From an optimization exercise on the open Yosys and OpenROAD flow, aimed at small area; shortcuts taken in it are not production practice.
In this exercise RTL edits were held to simulation tests only and were not proved equivalent to the original.
The flow treats the clock pin as an ideal source, which a real chip does not have.
Power is estimated from default activity; no workload was simulated.

== job 101 ==
Design led_fade_pwm_ctrl, start of the top module:
module led_fade_pwm_ctrl #(
  parameter int          NUM_LEDS         = 26,
  parameter int          PWM_BITS         = 8,
  parameter logic [31:0] FADE_DIV_DEFAULT = 32'd65535,
  parameter int          ADDR_W           = 5
) (
  input  logic                clk_clk,
  input  logic                rst_reset,
  input  logic [ADDR_W-1:0]   avalon_slave_address,
  input  logic                avalon_slave_write,
  input  logic [31:0]         avalon_slave_writedata,
  input  logic                avalon_slave_read,
  output logic [31:0]         avalon_slave_readdata,
  output logic [NUM_LEDS-1:0] leds
);
  logic                init;
  logic                en;
  logic                mode;
  logic                mode_n;    
  logic [31:0]         fade_div;
  logic [31:0]         presc;
  logic [PWM_BITS-1:0] pwm_cnt;
  logic [PWM_BITS-1:0] duty [NUM_LEDS];
  logic [NUM_LEDS-1:0] dval;
  logic [PWM_BITS-1:0] fade [NUM_LEDS];
  logic [NUM_LEDS-1:0] act;
  logic wr_ctrl, wr_trig, wr_fdiv, tick;
  logic [NUM_LEDS-1:0] duty_sel;
  logic [NUM_LEDS-1:0] trig;
  logic [NUM_LEDS-1:0] led_next;
  logic [31:0]         rd_next;
  assign wr_ctrl = avalon_slave_write && (avalon_slave_address == 5'd0);
  ...
For scale: ~600 flip-flops, about 26000 sq um of cells after synthesis.
==> module led_fade_pwm_ctrl, before the edit <==
module led_fade_pwm_ctrl #(
  parameter int          NUM_LEDS         = 26,
  parameter int          PWM_BITS         = 8,
  parameter logic [31:0] FADE_DIV_DEFAULT = 32'd65535,
  parameter int          ADDR_W           = 5
) (
  input  logic                clk_clk,
  input  logic                rst_reset,
  input  logic [ADDR_W-1:0]   avalon_slave_address,
  input  logic                avalon_slave_write,
  input  logic [31:0]         avalon_slave_writedata,
  input  logic                avalon_slave_read,
  output logic [31:0]         avalon_slave_readdata,
  output logic [NUM_LEDS-1:0] leds
);
  logic                init;
  logic                en;
  logic                mode;
  logic                mode_n;    
  logic [31:0]         fade_div;
  logic [31:0]         presc;
  logic [PWM_BITS-1:0] pwm_cnt;
  logic [PWM_BITS-1:0] duty [NUM_LEDS];
  logic [NUM_LEDS-1:0] dval;
  logic [PWM_BITS-1:0] fade [NUM_LEDS];
  logic [NUM_LEDS-1:0] act;
  logic wr_ctrl, wr_trig, wr_fdiv, tick;
  logic [NUM_LEDS-1:0] duty_sel;
  logic [NUM_LEDS-1:0] trig;
  logic [NUM_LEDS-1:0] led_next;
  logic [31:0]         rd_next;
  assign wr_ctrl = avalon_slave_write && (avalon_slave_address == 5'd0);
  assign wr_trig = avalon_slave_write && (avalon_slave_address == 5'd1);
  assign wr_fdiv = avalon_slave_write && (avalon_slave_address == 5'd2);
  assign tick    = (init || presc == 32'd0) && !wr_fdiv;
  always_comb
    for (int i = 0; i < NUM_LEDS; i++) begin
      duty_sel[i] = (avalon_slave_address == 5'(i + 4));
      trig[i]     = wr_trig && avalon_slave_writedata[i];
    end
  always_comb
    for (int i = 0; i < NUM_LEDS; i++) begin
      logic [PWM_BITS-1:0] l;
      logic c;
      l = ({PWM_BITS{mode}} & duty[i]) | ({PWM_BITS{mode_n}} & fade[i]);
      c = mode_n;
      for (int k = 0; k < PWM_BITS; k++)
        c = (l[k] & ~pwm_cnt[k]) | (c & (l[k] | ~pwm_cnt[k]));
      led_next[i] = en && !init && c && ((mode && dval[i]) || (mode_n && act[i]));
    end
  always_comb begin
    logic rd, s_ctrl, s_fdiv, s_stat;
    rd     = avalon_slave_read;
    s_ctrl = rd && (avalon_slave_address == 5'd0);
    s_fdiv = rd && (avalon_slave_address == 5'd2);
    s_stat = rd && (avalon_slave_address == 5'd3) && !init;
    rd_next = ({32{!rd}} & avalon_slave_readdata) |
              ({32{s_fdiv}} & fade_div) |
              ({32{s_stat}} & {{(32-NUM_LEDS){1'b0}}, act}) |
              ({32{s_ctrl}} & {30'd0, mode, en});
    for (int i = 0; i < NUM_LEDS; i++)
      rd_next[PWM_BITS-1:0] = rd_next[PWM_BITS-1:0] |
        ({PWM_BITS{rd && duty_sel[i] && dval[i] && !init}} & duty[i]);
  end
  always_ff @(posedge clk_clk or posedge rst_reset) begin
    if (rst_reset) begin
      init                  <= 1'b1;
      en                    <= 1'b1;
      mode                  <= 1'b0;
      mode_n                <= 1'b1;
      fade_div              <= FADE_DIV_DEFAULT;
      pwm_cnt               <= '0;
      leds                  <= '0;
      avalon_slave_readdata <= '0;
    end else begin
      init                  <= 1'b0;
      pwm_cnt               <= pwm_cnt + PWM_BITS'(1);
      leds                  <= led_next;
      avalon_slave_readdata <= rd_next;
      if (wr_ctrl) begin
        en   <= avalon_slave_writedata[0];
        mode   <= avalon_slave_writedata[1];
        mode_n <= !avalon_slave_writedata[1];
      end
      if (wr_fdiv) fade_div <= avalon_slave_writedata;
    end
  end
  always_ff @(posedge clk_clk) begin
    logic lo;
    lo = 1'b0;
    for (int k = 0; k < 32; k++) begin
      if (wr_fdiv)   presc[k] <= avalon_slave_writedata[k];
      else if (tick) presc[k] <= fade_div[k];
      else           presc[k] <= presc[k] ^ ~lo;
      lo = lo | presc[k];
    end
  end
  always_ff @(posedge clk_clk)
    for (int i = 0; i < NUM_LEDS; i++) begin
      logic z, zn;
      if (avalon_slave_write && duty_sel[i])
        duty[i] <= avalon_slave_writedata[PWM_BITS-1:0];
      z = tick;
      for (int k = 0; k < PWM_BITS; k++) begin
        zn = z & ~fade[i][k];
        fade[i][k] <= (k == 0) ? (!trig[i] && (zn || (fade[i][k] && !z)))
                               : (trig[i] || zn || (fade[i][k] && !z));
        z = zn;
      end
      dval[i] <= (avalon_slave_write && duty_sel[i]) || (dval[i] && !init);
      act[i]  <= trig[i] || (act[i] && !init && !z);
    end
endmodule
==> flow/config.mk <==
export PLATFORM = sky130hd
export DESIGN_NAME = led_fade_pwm_ctrl
export DESIGN_NICKNAME = led_fade_pwm_ctrl
export VERILOG_FILES = /design/flow/design.v
export SDC_FILE = /design/flow/constraint.sdc
export NUM_CORES = 4
export LEC_CHECK = 0
export CAP_MARGIN = 10
export CORE_MARGIN = 2
export CORE_UTILIZATION = 75
export SLEW_MARGIN = 10
==> flow/constraint.sdc <==
create_clock -name core_clock -period 8.0 [get_ports {clk_clk}]
set_input_delay 1.6000 -clock core_clock [delete_from_list [all_inputs] [get_ports {clk_clk}]]
set_output_delay 1.6000 -clock core_clock [all_outputs]
set_load 0.01 [all_outputs]
standard.sh (not shown) runs the stock make flow with config.mk's settings and CLKGATE_MAP_FILE= SYNTH_SCRIPT=/design/flow/synth_recipe.tcl, a recipe that flattens the netlist after the stock synthesis.
==> flow/flow/run.sh <==
#!/bin/bash
# Layout flow: the standard.sh (ORFS) with these changes:
#  - synthesis: the standard flow's synthesis script, but Yosys's abc pass maps the
#    combinational logic with flow/area.abc (area-oriented); see flow/synth.tcl,
#  - port buffers of the smallest buffer cell,
#  - CTS without dummy loads, small leaf buffers in clusters of up to 14,
#  - after CTS, flow/clkfix.tcl sizes the clock tree for the clock-pin slew limit.
# Each step's output goes to a log file of its own in this folder.
set -e
HERE=$(pwd)
export LFP_WORK="$HERE"
export LFP_ABC_SCRIPT="$HERE/flow/area.abc"
export BUFFER_PORTS_ARGS="-buffer_cell sky130_fd_sc_hd__buf_1"
export CTS_ARGS="-sink_clustering_enable -repair_clock_nets -dont_use_dummy_load -buf_list sky130_fd_sc_hd__clkbuf_4 -sink_clustering_size 14 -sink_clustering_max_diameter 50"
export POST_CTS_TCL="$HERE/flow/clkfix.tcl"
bash standard.sh SYNTH_SCRIPT="$HERE/flow/synth.tcl" synth > synth.log 2>&1
bash standard.sh > standard.log 2>&1
Other scripts of this flow, unchanged in this note and not shown: flow/flow/area.abc, flow/flow/clkfix.tcl, flow/flow/synth.tcl
Job 101: PASS, flow complete, no timing, DRC or antenna violations
#### Input delta (job 102 over job 101)
diff --git a/flow/design.v b/flow/design.v
--- a/flow/design.v
+++ b/flow/design.v
@@ -13,13 +13,12 @@
   output logic [31:0]         avalon_slave_readdata,
   output logic [NUM_LEDS-1:0] leds
 );
   logic                init;
   logic                en;
   logic                mode;
-  logic                mode_n;    
   logic [31:0]         fade_div;
   logic [31:0]         presc;
   logic [PWM_BITS-1:0] pwm_cnt;
   logic [PWM_BITS-1:0] duty [NUM_LEDS];
   logic [NUM_LEDS-1:0] dval;
   logic [PWM_BITS-1:0] fade [NUM_LEDS];
@@ -39,17 +38,17 @@
       trig[i]     = wr_trig && avalon_slave_writedata[i];
     end
   always_comb
     for (int i = 0; i < NUM_LEDS; i++) begin
       logic [PWM_BITS-1:0] l;
       logic c;
-      l = ({PWM_BITS{mode}} & duty[i]) | ({PWM_BITS{mode_n}} & fade[i]);
-      c = mode_n;
+      l = mode ? duty[i] : fade[i];
+      c = 1'b0;
       for (int k = 0; k < PWM_BITS; k++)
         c = (l[k] & ~pwm_cnt[k]) | (c & (l[k] | ~pwm_cnt[k]));
-      led_next[i] = en && !init && c && ((mode && dval[i]) || (mode_n && act[i]));
+      led_next[i] = en && !init && c && (mode ? dval[i] : act[i]);
     end
   always_comb begin
     logic rd, s_ctrl, s_fdiv, s_stat;
     rd     = avalon_slave_read;
     s_ctrl = rd && (avalon_slave_address == 5'd0);
     s_fdiv = rd && (avalon_slave_address == 5'd2);
@@ -64,26 +63,24 @@
   end
   always_ff @(posedge clk_clk or posedge rst_reset) begin
     if (rst_reset) begin
       init                  <= 1'b1;
       en                    <= 1'b1;
       mode                  <= 1'b0;
-      mode_n                <= 1'b1;
       fade_div              <= FADE_DIV_DEFAULT;
       pwm_cnt               <= '0;
       leds                  <= '0;
       avalon_slave_readdata <= '0;
     end else begin
       init                  <= 1'b0;
       pwm_cnt               <= pwm_cnt + PWM_BITS'(1);
       leds                  <= led_next;
       avalon_slave_readdata <= rd_next;
       if (wr_ctrl) begin
         en   <= avalon_slave_writedata[0];
-        mode   <= avalon_slave_writedata[1];
-        mode_n <= !avalon_slave_writedata[1];
+        mode <= avalon_slave_writedata[1];
       end
       if (wr_fdiv) fade_div <= avalon_slave_writedata;
     end
   end
   always_ff @(posedge clk_clk) begin
     logic lo;
@@ -94,20 +91,18 @@
       else           presc[k] <= presc[k] ^ ~lo;
       lo = lo | presc[k];
     end
   end
   always_ff @(posedge clk_clk)
     for (int i = 0; i < NUM_LEDS; i++) begin
-      logic z, zn;
+      logic lo;
       if (avalon_slave_write && duty_sel[i])
         duty[i] <= avalon_slave_writedata[PWM_BITS-1:0];
-      z = tick;
+      lo = 1'b0;
       for (int k = 0; k < PWM_BITS; k++) begin
-        zn = z & ~fade[i][k];
-        fade[i][k] <= (k == 0) ? (!trig[i] && (zn || (fade[i][k] && !z)))
-                               : (trig[i] || zn || (fade[i][k] && !z));
-        z = zn;
+        fade[i][k] <= trig[i] | (fade[i][k] ^ (tick & ~lo));
+        lo = lo | fade[i][k];
       end
       dval[i] <= (avalon_slave_write && duty_sel[i]) || (dval[i] && !init);
-      act[i]  <= trig[i] || (act[i] && !init && !z);
+      act[i]  <= trig[i] || (act[i] && !init && !(tick && fade[i] == 8'd1));
     end
 endmodule
Looking at detailed route wirelength on metal2, job 102 sits 2.2% higher than job 101 does.
From job 101 to job 102 the numbers moved as follows: final worst setup slack lost 49 ps; utilization picked up an extra 0.45 points; share of power burned in combinational logic picked up an extra 2.3 points; sum of internal, switching and leakage power picked up an extra about 8%; final area picked up an extra 990 sq um.
Floorplan row count came out higher on job 102 than on job 101.
Job 102 vs. job 101: initial antenna violation count went down by 2.
Job 102 reports a higher cell-internal power than job 101 does.
[compare] base=job 101 new=job 102: number of sequential cells in the layout has remained practically unchanged; post-route non-filler standard cell count picked up an extra 4.9%; register-to-register slack -50 ps.

== run a ==
The RTL this note starts from:
==> flow/design.v <==
module led_fade_pwm_ctrl #(
  parameter int          NUM_LEDS         = 26,
  parameter int          PWM_BITS         = 8,
  parameter logic [31:0] FADE_DIV_DEFAULT = 32'd65535,
  parameter int          ADDR_W           = 5
) (
  input  logic                clk_clk,
  input  logic                rst_reset,
  input  logic [ADDR_W-1:0]   avalon_slave_address,
  input  logic                avalon_slave_write,
  input  logic [31:0]         avalon_slave_writedata,
  input  logic                avalon_slave_read,
  output logic [31:0]         avalon_slave_readdata,
  output logic [NUM_LEDS-1:0] leds
);
  logic                init;
  logic                en;
  logic                mode;
  logic [31:0]         fade_div;
  logic [31:0]         presc;
  logic [PWM_BITS-1:0] pwm_cnt;
  logic [PWM_BITS-1:0] duty [NUM_LEDS];
  logic [NUM_LEDS-1:0] dval;
  logic [PWM_BITS-1:0] fade [NUM_LEDS];
  logic [NUM_LEDS-1:0] act;
  logic wr_ctrl, wr_trig, wr_fdiv, tick;
  logic [NUM_LEDS-1:0] duty_sel;
  logic [NUM_LEDS-1:0] trig;
  logic [NUM_LEDS-1:0] led_next;
  logic [31:0]         rd_next;
  assign wr_ctrl = avalon_slave_write && (avalon_slave_address == 5'd0);
  assign wr_trig = avalon_slave_write && (avalon_slave_address == 5'd1);
  assign wr_fdiv = avalon_slave_write && (avalon_slave_address == 5'd2);
  assign tick    = (init || presc == 32'd0) && !wr_fdiv;
  always_comb
    for (int i = 0; i < NUM_LEDS; i++) begin
      duty_sel[i] = (avalon_slave_address == 5'(i + 4));
      trig[i]     = wr_trig && avalon_slave_writedata[i];
    end
  always_comb
    for (int i = 0; i < NUM_LEDS; i++) begin
      logic [PWM_BITS-1:0] l;
      logic c;
      l = mode ? duty[i] : fade[i];
      c = 1'b0;
      for (int k = 0; k < PWM_BITS; k++)
        c = (l[k] & ~pwm_cnt[k]) | (c & (l[k] | ~pwm_cnt[k]));
      led_next[i] = en && !init && c && (mode ? dval[i] : act[i]);
    end
  always_comb begin
    logic rd, s_ctrl, s_fdiv, s_stat;
    rd     = avalon_slave_read;
    s_ctrl = rd && (avalon_slave_address == 5'd0);
    s_fdiv = rd && (avalon_slave_address == 5'd2);
    s_stat = rd && (avalon_slave_address == 5'd3) && !init;
    rd_next = ({32{!rd}} & avalon_slave_readdata) |
              ({32{s_fdiv}} & fade_div) |
              ({32{s_stat}} & {{(32-NUM_LEDS){1'b0}}, act}) |
              ({32{s_ctrl}} & {30'd0, mode, en});
    for (int i = 0; i < NUM_LEDS; i++)
      rd_next[PWM_BITS-1:0] = rd_next[PWM_BITS-1:0] |
        ({PWM_BITS{rd && duty_sel[i] && dval[i] && !init}} & duty[i]);
  end
  always_ff @(posedge clk_clk or posedge rst_reset) begin
    if (rst_reset) begin
      init                  <= 1'b1;
      en                    <= 1'b1;
      mode                  <= 1'b0;
      fade_div              <= FADE_DIV_DEFAULT;
      pwm_cnt               <= '0;
      leds                  <= '0;
      avalon_slave_readdata <= '0;
    end else begin
      init                  <= 1'b0;
      pwm_cnt               <= pwm_cnt + PWM_BITS'(1);
      leds                  <= led_next;
      avalon_slave_readdata <= rd_next;
      if (wr_ctrl) begin
        en   <= avalon_slave_writedata[0];
        mode <= avalon_slave_writedata[1];
      end
      if (wr_fdiv) fade_div <= avalon_slave_writedata;
    end
  end
  always_ff @(posedge clk_clk) begin
    logic lo;
    lo = 1'b0;
    for (int k = 0; k < 32; k++) begin
      if (wr_fdiv)   presc[k] <= avalon_slave_writedata[k];
      else if (tick) presc[k] <= fade_div[k];
      else           presc[k] <= presc[k] ^ ~lo;
      lo = lo | presc[k];
    end
  end
  always_ff @(posedge clk_clk)
    for (int i = 0; i < NUM_LEDS; i++) begin
      logic z, zn;
      if (avalon_slave_write && duty_sel[i])
        duty[i] <= avalon_slave_writedata[PWM_BITS-1:0];
      z = tick;
      for (int k = 0; k < PWM_BITS; k++) begin
        zn = z & ~fade[i][k];
        fade[i][k] <= trig[i] | zn | (fade[i][k] & ~z);
        z = zn;
      end
      dval[i] <= (avalon_slave_write && duty_sel[i]) || (dval[i] && !init);
      act[i]  <= trig[i] || (act[i] && !init && !(tick && fade[i] == 8'd1));
    end
endmodule
==> flow/config.mk <==
export PLATFORM = sky130hd
export DESIGN_NAME = led_fade_pwm_ctrl
export DESIGN_NICKNAME = led_fade_pwm_ctrl
export VERILOG_FILES = /design/flow/design.v
export SDC_FILE = /design/flow/constraint.sdc
export NUM_CORES = 4
export LEC_CHECK = 0
export CAP_MARGIN = 10
export CORE_MARGIN = 2
export CORE_UTILIZATION = 65
export SLEW_MARGIN = 10
==> flow/constraint.sdc <==
create_clock -name core_clock -period 8.0 [get_ports {clk_clk}]
set_input_delay 1.6000 -clock core_clock [delete_from_list [all_inputs] [get_ports {clk_clk}]]
set_output_delay 1.6000 -clock core_clock [all_outputs]
set_load 0.01 [all_outputs]
Scripts as last shown in full above: flow/flow/run.sh
Other scripts of this flow, unchanged in this note and not shown: flow/flow/area.abc, flow/flow/clkfix.tcl, flow/flow/synth.tcl
Inputs modified between run a and run b:
--- a/flow/design.v
+++ b/flow/design.v
@@ -93,16 +93,15 @@
     end
   end
   always_ff @(posedge clk_clk)
     for (int i = 0; i < NUM_LEDS; i++) begin
-      logic z, zn;
+      logic lo;
       if (avalon_slave_write && duty_sel[i])
         duty[i] <= avalon_slave_writedata[PWM_BITS-1:0];
-      z = tick;
+      lo = 1'b0;
       for (int k = 0; k < PWM_BITS; k++) begin
-        zn = z & ~fade[i][k];
-        fade[i][k] <= trig[i] | zn | (fade[i][k] & ~z);
-        z = zn;
+        fade[i][k] <= trig[i] | (fade[i][k] ^ (tick & ~lo));
+        lo = lo | fade[i][k];
       end
       dval[i] <= (avalon_slave_write && duty_sel[i]) || (dval[i] && !init);
       act[i]  <= trig[i] || (act[i] && !init && !(tick && fade[i] == 8'd1));
     end
Findings:
- Utilization after layout: run b higher than run a
- Count of clock-buffer cells in the layout for run b is higher than for run a.
- When run b is measured against run a, its detailed route wirelength on metal3 turns out about 1.5% lower.
- Compared to run a, run b has worst supply voltage drop on vdd 7.8% higher.
- Synthesis-to-layout area growth (lower): run a
- Lower design area was reported by run a, not run b.
- Taking run a as the reference, in run b die outline height rose 0.68 um, final weighted congestion in routability-driven placement went down, final antenna-violating net count has remained practically unchanged.
- Diff run a..run b | number of violations of the max-capacitance limit | unchanged
- Run b vs run a: sequential power up by a few percent

==> static timing again, ports no longer ideal <==
In the flow no input, the clock included, has a driving cell. The finished layouts below were timed again as built, in two steps. Step 1: set_driving_cell puts a clkbuf_16 on clk_clk and a buf_2 on each other input, an assumption about the parent block. Step 2 adds t to the input delays and takes it off the output delays; t is the mean of the earliest and latest rising clock arrival at the registers after step 1. Input paths then give back, and output paths get back, about the clock's delay inside the block. Slacks: no drivers / after step 1 / after step 2; pairs: no drivers / after step 1.
| run | shift t [ns] | setup slack, ns | worst setup path after step 2 | latest minus earliest clock arrival (ns) |
|---|---|---|---|---|
| job 101 | 0.730 | 1.623 / 1.623 / 1.623 | register to register | 0.050 / 0.051 |
| job 102 | 0.726 | 1.574 / 1.574 / 1.574 | register to register | 0.034 / 0.033 |
| run a | 0.736 | 1.649 / 1.649 / 1.649 | register to register | 0.059 / 0.059 |
| run b | 0.728 | 1.637 / 1.637 / 1.637 | register to register | 0.065 / 0.065 |
After both steps every run listed still meets setup and hold.
